Context: an optimization exercise on an open-source flow, tuned for small area, a short achievable clock period and few clock cycles. The choices shown serve that exercise and are no tape-out recipe.
Only simulation tests tie the RTL to the original design; equivalence was not proved.

==> flow/design.v (outline; a module is shown in full before it is edited, if it fits) <==
// module alu_seq: 1385 lines
module alu_seq #(
  parameter int WIDTH = 64
) (
  input  logic             i_clk,
  input  logic             i_rst,
  input  logic             i_start,
  input  logic [WIDTH-1:0] i_a,
  input  logic [WIDTH-1:0] i_b,
  input  logic             i_cin,
  input  logic [3:0]       i_s,
  output logic [WIDTH-1:0] o_o,
  output logic [WIDTH-1:0] o_hi,
  output logic             o_cout,
  output logic             o_oflow,
  output logic             o_ntive,
  output logic             o_zero,
  output logic             o_busy,
  output logic             o_done
);
  // ...
==> flow/run.sh <==
#!/bin/bash
# synth_recipe.tcl (not shown) runs the flow's synth.tcl, then flattens the netlist and writes it again
# the make line also repeats each setting of config.mk as NAME=value (left out here)
make -C /OpenROAD-flow-scripts/flow DESIGN_CONFIG=/design/flow/config.mk WORK_HOME=/design/flow/orfs CLKGATE_MAP_FILE= SYNTH_SCRIPT=/design/flow/synth_recipe.tcl finish
==> flow/config.mk <==
export PLATFORM = sky130hd
export DESIGN_NAME = alu_seq
export DESIGN_NICKNAME = alu_seq
export VERILOG_FILES = /design/flow/design.v
export SDC_FILE = /design/flow/constraint.sdc
export NUM_CORES = 4
export LEC_CHECK = 0
export CAP_MARGIN = 20
export CORE_MARGIN = 2
export CORE_UTILIZATION = 40
export PLACE_DENSITY = 0.6
export SETUP_SLACK_MARGIN = 3.2
export SLEW_MARGIN = 20
==> flow/constraint.sdc <==
create_clock -name core_clock -period 7.0 [get_ports {i_clk}]
set_input_delay 1.4000 -clock core_clock [delete_from_list [all_inputs] [get_ports {i_clk}]]
set_output_delay 1.4000 -clock core_clock [all_outputs]
set_load 0.01 [all_outputs]
==> results.sh, run 1 <==
export IMPL_whs_ns=0.455
export IMPL_drtIter0Drc=6297
export IMPL_status="complete, no violations"
export IMPL_firstDrtPassIters=6
export IMPL_highest_layer="met5"
export IMPL_met2_usage=0.558
export IMPL_cp_num_buf_inv=3
export IMPL_worstHoldStart="r_c[12]"
export IMPL_slew_headroom=0.116
export IMPL_grt_overflow_total=0
export IMPL_final_cell_area_um2=67900
export IMPL_path_depth=10
export IMPL_clockBufferDepth=3
export IMPL_grt_pass1_vias=51867
export IMPL_grt_total_usage=0.375
export IMPL_seq_cells=324
export IMPL_hpwl_mm=190
export IMPL_gp_congestion=1.14
export IMPL_maxCapViolations=0
export IMPL_r2r_cells=13
export IMPL_crit_path_end_kind="flip-flop"
export IMPL_n_antenna_cell=17
export IMPL_wl_met2_mm=112
export IMPL_ys_ff_latch=324
export IMPL_hold_buffers=0
export IMPL_n_fill_cell=11980
export IMPL_r2r_slack_ns=2.82
export IMPL_pre_cts_ws_ns=1.11
export IMPL_critPathKind="in2reg"
export IMPL_n_all_buffers=854
export IMPL_syn_avg_cell_area_um2=8.63
Testbench counts, summed over its fixed seeds: cycles 5,550.
==> run 2, diff against run 1 <==
--- a/flow/design.v
+++ b/flow/design.v
@@ -28,19 +28,28 @@
   logic [WIDTH:0]   r_s, r_c;             
   logic [K-1:0]     r_xl, r_yl;           
   logic             r_cy;                 
   logic [WIDTH-1:0] r_pl;                 
   logic [D-1:0]     r_on, r_tw, r_ng;     
   logic             r_cr;                 
   logic             r_cout, r_oflow;
   logic             r_mz;                 
+  logic             r_early;              
+  logic w_sha, w_shb, w_swap, w_early;
+  logic [WIDTH-1:0] w_mcand;
+  assign w_sha   = ~|i_a[WIDTH-1:K];
+  assign w_shb   = ~|i_b[WIDTH-1:K];
+  assign w_swap  = w_sha & ~w_shb;
+  assign w_early = w_sha | w_shb;
+  assign w_mcand = w_swap ? i_b : i_a;
   logic [K:0]   w_bx;
   logic [D-1:0] w_on, w_tw, w_ng;
-  assign w_bx = r_busy ? r_pl[2*K-1:K-1] : {i_b[K-1:0], 1'b0};
+  assign w_bx = r_busy ? r_pl[2*K-1:K-1]
+                      : {(w_swap ? i_a[K-1:0] : i_b[K-1:0]), 1'b0};
   always_comb
     for (int i = 0; i < D; i++) begin
       w_ng[i] = w_bx[2*i+2] & ~(w_bx[2*i+1] & w_bx[2*i]);
       w_on[i] = w_bx[2*i+1] ^ w_bx[2*i];
       w_tw[i] = (w_bx[2*i+2] & ~w_bx[2*i+1] & ~w_bx[2*i]) |
                 (~w_bx[2*i+2] & w_bx[2*i+1] & w_bx[2*i]);
     end
   logic [WIDTH:0] bp0, bp1, bp2, bp3, bp4, bp5, bp6, bp7;
@@ -1304,17 +1313,18 @@
     w_lt = 1'b0;
     case (i_s)
       4'd0, 4'd1:       w_ar = 1'b1;
       4'd2:             w_tt = 4'b1000;
       4'd3:             w_tt = 4'b1110;
       4'd4:             w_tt = 4'b0110;
       4'd5:             w_tt = 4'b0011;
       4'd6, 4'd7, 4'd8: w_sf = 1'b1;
-      4'd9, 4'd10:      w_tt = 4'b1010;   
+      4'd9:             w_tt = w_swap ? 4'b1100 : 4'b1010;   
+      4'd10:            w_tt = 4'b1010;   
       4'd11:            w_lt = 1'b1;
       default: ;
     endcase
     for (int i = 0; i < WIDTH; i++) begin
       w_lg[i]  = i_b[i] ? (i_a[i] ? w_tt[3] : w_tt[1])
                         : (i_a[i] ? w_tt[2] : w_tt[0]);
       w_res[i] = w_lg[i] | (w_ar & w_t[i]) | (w_sf & w_shf[i]);
     end
@@ -1326,17 +1336,17 @@
   always_ff @(posedge i_clk or posedge i_rst) begin
     if (i_rst) begin
       r_busy <= 1'b0;
       r_done <= 1'b0;
       r_mul  <= 1'b0;
       r_cnt  <= '0;
     end else begin
       if (r_busy) begin
-        r_cnt <= r_cnt + 1'b1;
+        r_cnt <= (r_early && r_cnt == 3'd0) ? 3'(NC) : r_cnt + 1'b1;
         if (w_fin) begin
           r_busy <= 1'b0;
           r_done <= 1'b1;
         end
       end else begin
         r_cnt  <= '0;
         r_mul  <= (i_s == 4'd9);
         r_busy <= w_go & (i_s == 4'd9);
@@ -1348,31 +1358,37 @@
     r_on <= w_on;
     r_tw <= w_tw;
     r_ng <= w_ng;
     if (r_busy) begin
       r_pl <= {m_t[K-1:0], r_pl[WIDTH-1:K]};
       r_cy <= m_cy;
       r_cr <= (r_cnt == 3'(NC - 2)) & r_pl[2*K-1];
       if (w_fin) begin
-        r_s <= {1'b0, m_t[AW-1:K]};
+        if (r_early) begin
+          r_s  <= {{(WIDTH+1-K){1'b0}}, m_t[AW-1:WIDTH]};
+          r_pl <= m_t[WIDTH-1:0];
+        end else begin
+          r_s  <= {1'b0, m_t[AW-1:K]};
+        end
       end else begin
         r_s  <= t_x[AW:K];
         r_c  <= t_y[AW:K];
         r_xl <= t_x[K-1:0];
         r_yl <= t_y[K-1:0];
       end
     end else begin
-      r_a     <= i_a;
+      r_a     <= w_mcand;
+      r_early <= w_early;
       r_s     <= '0;
       r_c     <= '0;
       r_xl    <= '0;
       r_yl    <= '0;
       r_cy    <= 1'b0;
-      r_cr    <= 1'b0;
+      r_cr    <= w_early & (w_swap ? i_a[K-1] : i_b[K-1]);
       r_pl    <= w_res;
       r_cout  <= w_ar & w_c;
       r_oflow <= w_ar & w_v;
       r_mz    <= (i_a == '0) | (i_b == '0);
     end
   end
   assign o_o     = r_pl;
   assign o_hi    = r_s[WIDTH-1:0];
==> flow/config.mk (replaced) <==
export PLATFORM = sky130hd
export DESIGN_NAME = alu_seq
export DESIGN_NICKNAME = alu_seq
export VERILOG_FILES = /design/flow/design.v
export SDC_FILE = /design/flow/constraint.sdc
export NUM_CORES = 4
export LEC_CHECK = 0
export CAP_MARGIN = 20
export CORE_MARGIN = 2
export CORE_UTILIZATION = 60
export PLACE_DENSITY = 0.75
export SETUP_SLACK_MARGIN = 3.0
export SLEW_MARGIN = 20
export TNS_END_PERCENT = 0
==> results.sh, run 2 <==
export IMPL_rsz0062_at_grt="true"
export IMPL_status="complete, no violations"
export IMPL_tritoncts="built"
export IMPL_synth_cell_types=91
export IMPL_synth_cells=6601
export IMPL_drive_gt1_frac=0.138
export IMPL_largest_reg_flops=65
export IMPL_hold_buffers=0
export IMPL_ys_warn_count=1
export IMPL_placementRows=111
export IMPL_dieArea_um2=94900
export IMPL_wl_per_cell_um=35.2
export IMPL_ys_seq_area_frac=0.130
export IMPL_gp_congestion=1.23
export IMPL_ys_ff_latch=325
export IMPL_setup_tns_ns=0
export IMPL_whs_ns=0.458
export IMPL_ys_top_cells_by_area="fa_1, xor2_1, dfxtp_1, inv_1, mux4_2"
export IMPL_setup_slack_ns=2.23
export IMPL_pin_count=270
export IMPL_core_um2=91700
export IMPL_clockBufferDepth=3
export IMPL_worstPathMaxFanout=4
export IMPL_synth_mux_area_frac=0.0895
export IMPL_timing_final_crit_share=0.681
export IMPL_grt_start_max_net_pins=81
export IMPL_final_cell_mix="inv_1, nand2_1, xor2_1"
export IMPL_synth_top_area_cell="fa_1"
export IMPL_grt_overflow_total=0
export IMPL_setup_viol=0
export IMPL_crit_chain="dlygate4sd2_1 > ha_4 > buf_4 > a21oi_1 > o21ai_4 > nor2_4 > a2111o_1 > buf_4 > a21oi_1 > nor2_1 > nor2_1 > nor2_1 > xnor2_1 > a21oi_1 > buf_4 > a22oi_2"
export IMPL_worst_slew_pin_slew_ns=1.26
export IMPL_yosys_area_share_simple=0.0983
export IMPL_wirelength_mm=280
export IMPL_arrival_ns=5.22
export IMPL_io_buffers=269
export IMPL_yosys_most_used_dff="dfxtp_1"
export IMPL_max_clock_freq_mhz=210
export IMPL_max_stage_delay_ns=0.55
export IMPL_cts_buffers=40
export IMPL_vias=58071
export IMPL_crit_path_end_kind="flip-flop"
export IMPL_yosysMostFrequentCell="inv_1"
export IMPL_period_minus_slack_ns=4.77
export IMPL_synth_edf_count=68
export IMPL_maxCapViolations=0
export IMPL_hpwl_mm=205
export IMPL_clock_latency_ns=0.62
export IMPL_grt_pass1_wl_mm=396
export IMPL_cp_num_buf_inv=4
export IMPL_synthAdderAreaFrac=0.248
export IMPL_cts_sinks=325
export IMPL_stdcell_count=7958
export IMPL_required_ns=7.46
export IMPL_dp_cells=7632
export IMPL_firstDrtPassIters=13
export IMPL_antenna_found_initial=33
export IMPL_fin_skew_ns=0.0298
export IMPL_viasPerCell=7.30
export IMPL_ant_nets=0
export IMPL_clkTransAtPathRegs_ns=0.06
export IMPL_die_h_um=308
export IMPL_nNetsFinal=7594
export IMPL_drv_slew=0
export IMPL_areaGrowthSynthToFinish_pct=16.5
export IMPL_hold_violations=0
export IMPL_synth_commonest_cells="inv_1, xor2_1, nand2_1"
export IMPL_synth_top_family_by_area="adder cells"
export IMPL_regMostFlops="r_s"
export IMPL_syn_area_um2=55500
export IMPL_critPathKind="in2reg"
export IMPL_syn_num_nets=7490
export IMPL_pre_cts_ws_ns=0.911
export IMPL_synthXorXnorAreaFrac=0.111
export IMPL_grt_total_usage=0.581
export IMPL_final_common_cell="inv_1"
export IMPL_hold_class="reg2reg"
export IMPL_postSynth_asyncResetShare=0.0185
export IMPL_synth_compound_area_share=0.216
export IMPL_htree_levels=2
export IMPL_grt_pass1_vias=56577
export IMPL_drtIter0Drc=8836
export IMPL_root_buffer="clkbuf_16"
export IMPL_cp_top_family="compound AO/OA/AOI/OAI gates"
export IMPL_cp_start_kind="primary input"
export IMPL_synth_top_area_share=0.209
export IMPL_drc_errors=0
export IMPL_syn_avg_cell_area_um2=8.41
export IMPL_dieWidth_um=308
export IMPL_crit_path_top_delay_cell="dlygate4sd2_1"
export IMPL_initial_core_util=0.605
export IMPL_slew_headroom=0.152
-- run 2: cell types whose count changed in the layout (fill, tap and decap cells not counted), moves of 61 or more --
| cell | previous run | this run |
|---|---|---|
| xor2_1 | 507 | 595 |
| inv_2 | 62 | 1 |
| o21ai_0 | 135 | 234 |
| a21oi_2 | 98 | 13 |
| xor2_2 | 108 | 34 |
| a21oi_1 | 286 | 417 |
| inv_1 | 803 | 877 |
| fa_2 | 104 | 19 |
| fa_1 | 475 | 560 |
| mux2i_1 | 105 | 169 |
| nand2_1 | 500 | 602 |
| buf_4 | 406 | 290 |
-- run 2: kinds of logic (layout without fill, tap and decap cells) --
family | count (synthesis) | in the layout
and+or+nand+nor | 1214 | 1215
AOI/OAI and AO/OA | 1767 | 1767
DFF | 325 | 325
other | 0 | 37
xor gates and xnor gates | 706 | 706
adders and majority gates | 753 | 753
muxes | 346 | 346
buffers and inverters | 1490 | 1623
-- run 2: per-layer routing --
metal / wire length, um / up-vias / part of all wire / track usage
li1: - / 22765 / - / -
met1: 86800 / 27764 / 0.31 / 0.634
met2: 114000 / 5548 / 0.41 / 0.835
met3: 42700 / 1976 / 0.15 / 0.249
met4: 36500 / 18 / 0.13 / 0.563
met5: 113 / - / 0.00040 / 0.0171
-- run 2: what timing repair did --
item                                    in CTS  in global routing
buffers inserted                           194                  7
hold endpoints to repair                     0                  0
gates cloned                                15                  1
pin swaps                                  120                 20
gates resized for setup                    459                 45
endpoints found under the setup margin     256                216
-- run 2: final timing paths --
path	startpoint	to	slack [ns]	cells past startpoint
setup / recovery	i_a[11]	r_pl[32]	2.23	16
hold / removal	r_yl[8]	r_yl[8]	0.46	2
setup reg to reg	r_ng[2]	r_s[4]	2.50	12
hold reg to reg	r_yl[8]	r_yl[8]	0.46	2
max in group asynchronous	i_rst	r_busy	5.59	2
min in group asynchronous	i_rst	r_cnt[2]	1.07	2
-- run 2: metrics by stage --
step	utilization	area, um2
final	0.705	64700
after floorplan	-	55700
after global placement	0.641	58700
after global routing	0.705	64600
after CTS	0.702	64300
after detailed placement	0.641	58700
-- run 2: final cells by class --
| class | count | area [um2] |
|---|---|---|
| inverters | 880 | 3310 |
| clock inverters | 19 | 254 |
| flip-flops and latches | 325 | 7290 |
| well taps | 1186 | 1480 |
| multi-input cells | 4787 | 44100 |
| clock buffers | 53 | 1120 |
| repair buffers | 671 | 6980 |
| diodes | 37 | 92.6 |
| fillers | 7159 | 27000 |
-- run 2: worst min-delay path: cells and delay by family (launching register included) --
family,cells,cell delay (ns)
AND/OR/NAND/NOR,1,0.05
AO/OA/AOI/OAI,1,0.05
flip-flops,1,0.31
Testbench counts of run 2, summed over its fixed seeds: cycles 5,103.
==> run 3, diff against run 2 <==
--- a/flow/config.mk
+++ b/flow/config.mk
@@ -7,8 +7,7 @@
 export LEC_CHECK = 0
 export CAP_MARGIN = 20
 export CORE_MARGIN = 2
-export CORE_UTILIZATION = 60
-export PLACE_DENSITY = 0.75
+export CORE_UTILIZATION = 40
+export PLACE_DENSITY = 0.6
 export SETUP_SLACK_MARGIN = 3.0
 export SLEW_MARGIN = 20
-export TNS_END_PERCENT = 0
==> results.sh, run 3 <==
export IMPL_status="complete, no violations"
export IMPL_final_cell_mix="inv_1, nand2_1, xor2_1"
export IMPL_drv_slew=0
export IMPL_grt_overflow_total=0
export IMPL_cts_buffers=41
export IMPL_period_minus_slack_ns=4.41
export IMPL_max_clock_freq_mhz=227
export IMPL_viasPerCell=6.50
export IMPL_firstDrtPassIters=7
export IMPL_wirelength_mm=304
export IMPL_core_um2=138000
export IMPL_rr_startpoint="r_ng[1]"
export IMPL_cp_num_buf_inv=3
export IMPL_hold_violations=0
export IMPL_worstPathMaxFanout=4
export IMPL_min_to="r_yl[7]"
export IMPL_synth_top_area_cell="fa_1"
export IMPL_regMostFlops="r_s"
export IMPL_crit_chain="clkbuf_16 > xor2_2 > ha_1 > o211ai_1 > a211oi_2 > o211ai_1 > buf_4 > a2111o_1 > a211oi_4 > nor4_4 > buf_4 > o31ai_4 > a31oi_2 > xnor2_1 > nand2_1 > a21oi_1"
export IMPL_vias=57154
export IMPL_worst_slew_pin_slew_ns=1.28
export IMPL_whs_ns=0.459
export IMPL_yosysMostFrequentCell="inv_1"
export IMPL_required_ns=7.58
export IMPL_tritoncts="built"
export IMPL_r2r_cells=13
export IMPL_initial_core_util=0.403
export IMPL_synth_commonest_cells="inv_1, xor2_1, nand2_1"
export IMPL_setup_viol=0
export IMPL_synth_top_area_share=0.209
export IMPL_clockBufferDepth=3
export IMPL_clkTransAtPathRegs_ns=0.06
export IMPL_cp_top_family="compound AO/OA/AOI/OAI gates"
export IMPL_maxCapViolations=0
export IMPL_grt_pass1_wl_mm=418
export IMPL_cts_sinks=325
export IMPL_crit_path_end_kind="flip-flop"
export IMPL_ys_seq_area_frac=0.130
export IMPL_critPathKind="in2reg"
export IMPL_cp_start_kind="primary input"
export IMPL_dieArea_um2=142000
export IMPL_slew_headroom=0.136
export IMPL_grt_start_max_net_pins=152
export IMPL_final_common_cell="inv_1"
export IMPL_synth_cell_types=91
export IMPL_synth_cells=6601
export IMPL_yosys_most_used_dff="dfxtp_1"
export IMPL_wl_per_cell_um=34.6
export IMPL_rsz0062_at_grt="true"
export IMPL_reg2reg_to="r_s[7]"
export IMPL_drive_gt1_frac=0.251
export IMPL_worstHoldStart="r_yl[7]"
export IMPL_postSynth_asyncResetShare=0.0185
export IMPL_hpwl_mm=220
export IMPL_antenna_found_initial=24
export IMPL_drtIter0Drc=7638
export IMPL_hold_buffers=0
export IMPL_areaGrowthSynthToFinish_pct=28.3
export IMPL_dieWidth_um=376
export IMPL_ys_warn_count=1
export IMPL_r2r_slack_ns=2.63
export IMPL_htree_levels=2
export IMPL_gp_congestion=1.08
export IMPL_ys_ff_latch=325
export IMPL_hold_class="reg2reg"
export IMPL_clock_latency_ns=0.65
export IMPL_drc_errors=0
export IMPL_nNetsFinal=7834
export IMPL_syn_avg_cell_area_um2=8.41
export IMPL_root_buffer="clkbuf_16"
export IMPL_die_h_um=376
export IMPL_crit_path_top_delay_cell="a2111o_1"
export IMPL_synth_edf_count=68
export IMPL_pin_count=270
export IMPL_placementRows=136
export IMPL_grt_pass1_vias=55591
export IMPL_grt_total_usage=0.414
export IMPL_syn_num_nets=7490
export IMPL_io_buffers=269
export IMPL_largest_reg_flops=65
export IMPL_ant_nets=0
export IMPL_fin_skew_ns=0.0535
export IMPL_finalCoreUtilization=0.517
export IMPL_hold_depth=2
export IMPL_timing_final_crit_share=0.629
export IMPL_arrival_ns=4.99
export IMPL_syn_area_um2=55500
export IMPL_ys_top_cells_by_area="fa_1, xor2_1, dfxtp_1, inv_1, mux4_2"
export IMPL_max_stage_delay_ns=0.59
-- run 3: cell counts after synthesis --
Identical to the previous run, type by type.
-- run 3: worst max path at each step --
stage	from	to	slack [ns]	depth (start not counted)
2_1_floorplan	i_s[0]	r_pl[60]	1.87	19
3_3_place_gp	i_a[61]	r_pl[16]	-0.10	13
3_5_place_dp	i_b[6]	r_pl[54]	0.84	15
4_1_cts	r_ng[2]	r_s[7]	2.71	12
5_1_grt	i_s[0]	r_pl[62]	2.54	16
6_report	i_s[0]	r_pl[62]	2.59	16
-- run 3: cell families (layout without fill, tap and decap cells) --
logic type | Yosys count | count (layout) | share of synthesized area
compound gates | 1767 | 1767 | 0.216
xor+xnor | 706 | 706 | 0.111
fa+ha+maj | 753 | 753 | 0.248
buf+inv | 1490 | 1866 | 0.107
flops | 325 | 325 | 0.130
mux | 346 | 346 | 0.0895
other cells | 0 | 16 | 0
simple gates | 1214 | 1215 | 0.0983
-- run 3: final cells by class --
cell class / count / area [um2]
diodes: 16 / 40.0
fillers: 12674 / 66500
repair buffers: 910 / 9420
clock inverters: 25 / 359
multi-input cells: 4787 / 47300
well taps: 1794 / 2240
inverters: 880 / 3320
clock buffers: 51 / 1150
flip-flops and latches: 325 / 7330
-- run 3: worst register-to-register path, delay by kind of cell, from the launching register on --
kind	cells	cell delay (ns)
fa+ha+maj	5	2.57
compound gates	3	0.65
buf+inv	4	0.47
flops	1	0.39
xor+xnor	1	0.22
-- run 3: metal layers --
layer | vias to the layer above | share of wire | track usage
met2 | 4379 | 0.42 | 0.625
met4 | 18 | 0.11 | 0.338
met5 | - | 0.00066 | 0.00343
met3 | 1396 | 0.12 | 0.115
met1 | 28201 | 0.35 | 0.491
li1 | 23160 | - | -
-- run 3: per-stage QoR --
step	setup TNS, ns	instance area (um2)	cells	worst slack (ns)
3_3_place_gp	-0.102	59600	8247	-0.102
4_1_cts	0	67700	8636	2.71
2_1_floorplan	0	56000	6601	1.87
6_report	0	71200	8788	2.59
3_5_place_dp	0	59600	8248	0.844
5_1_grt	0	71100	8775	2.54
-- run 3: repair_timing --
| action | CTS | global route |
|---|---|---|
| pin swaps | 227 | 300 |
| setup endpoints to repair | 290 | 187 |
| cloned | 18 | 11 |
| resized for setup | 956 | 613 |
| buffers inserted | 294 | 125 |

## afterwards: timing with drivers on the ports
The flow's constraints put no driver on any port. The routed layouts listed below were extracted and timed again, unchanged, in two steps.
Step 1: set_driving_cell puts a clkbuf_16 on i_clk and a buf_2 on each other input, an assumption about the parent block.
Step 2, shift: input delay + t, output delay - t, t = (earliest + latest rising clock arrival at the registers) / 2. This alone moves slack from input paths to output paths.
Slacks: ideal ports / drivers / drivers and shift; pairs: ideal ports / drivers.
run | t, ns | setup slack, ns | latest minus earliest clock arrival (ns) | worst register clock-pin slew, ns | worst data-port slew with drivers (ns)
run 1 | 0.722 | 2.674 / 2.542 / 1.820 | 0.038 / 0.038 | 0.08 / 0.08 | 0.23
run 2 | 0.670 | 2.234 / 2.064 / 1.394 | 0.030 / 0.030 | 0.09 / 0.09 | 0.38
run 3 | 0.689 | 2.595 / 2.379 / 1.691 | 0.054 / 0.053 | 0.08 / 0.08 | 0.36
After both steps every run listed still meets setup and hold. For run 3, which loses most, drivers alone change the setup slack by -0.216 ns; drivers and shift together by -0.904 ns.
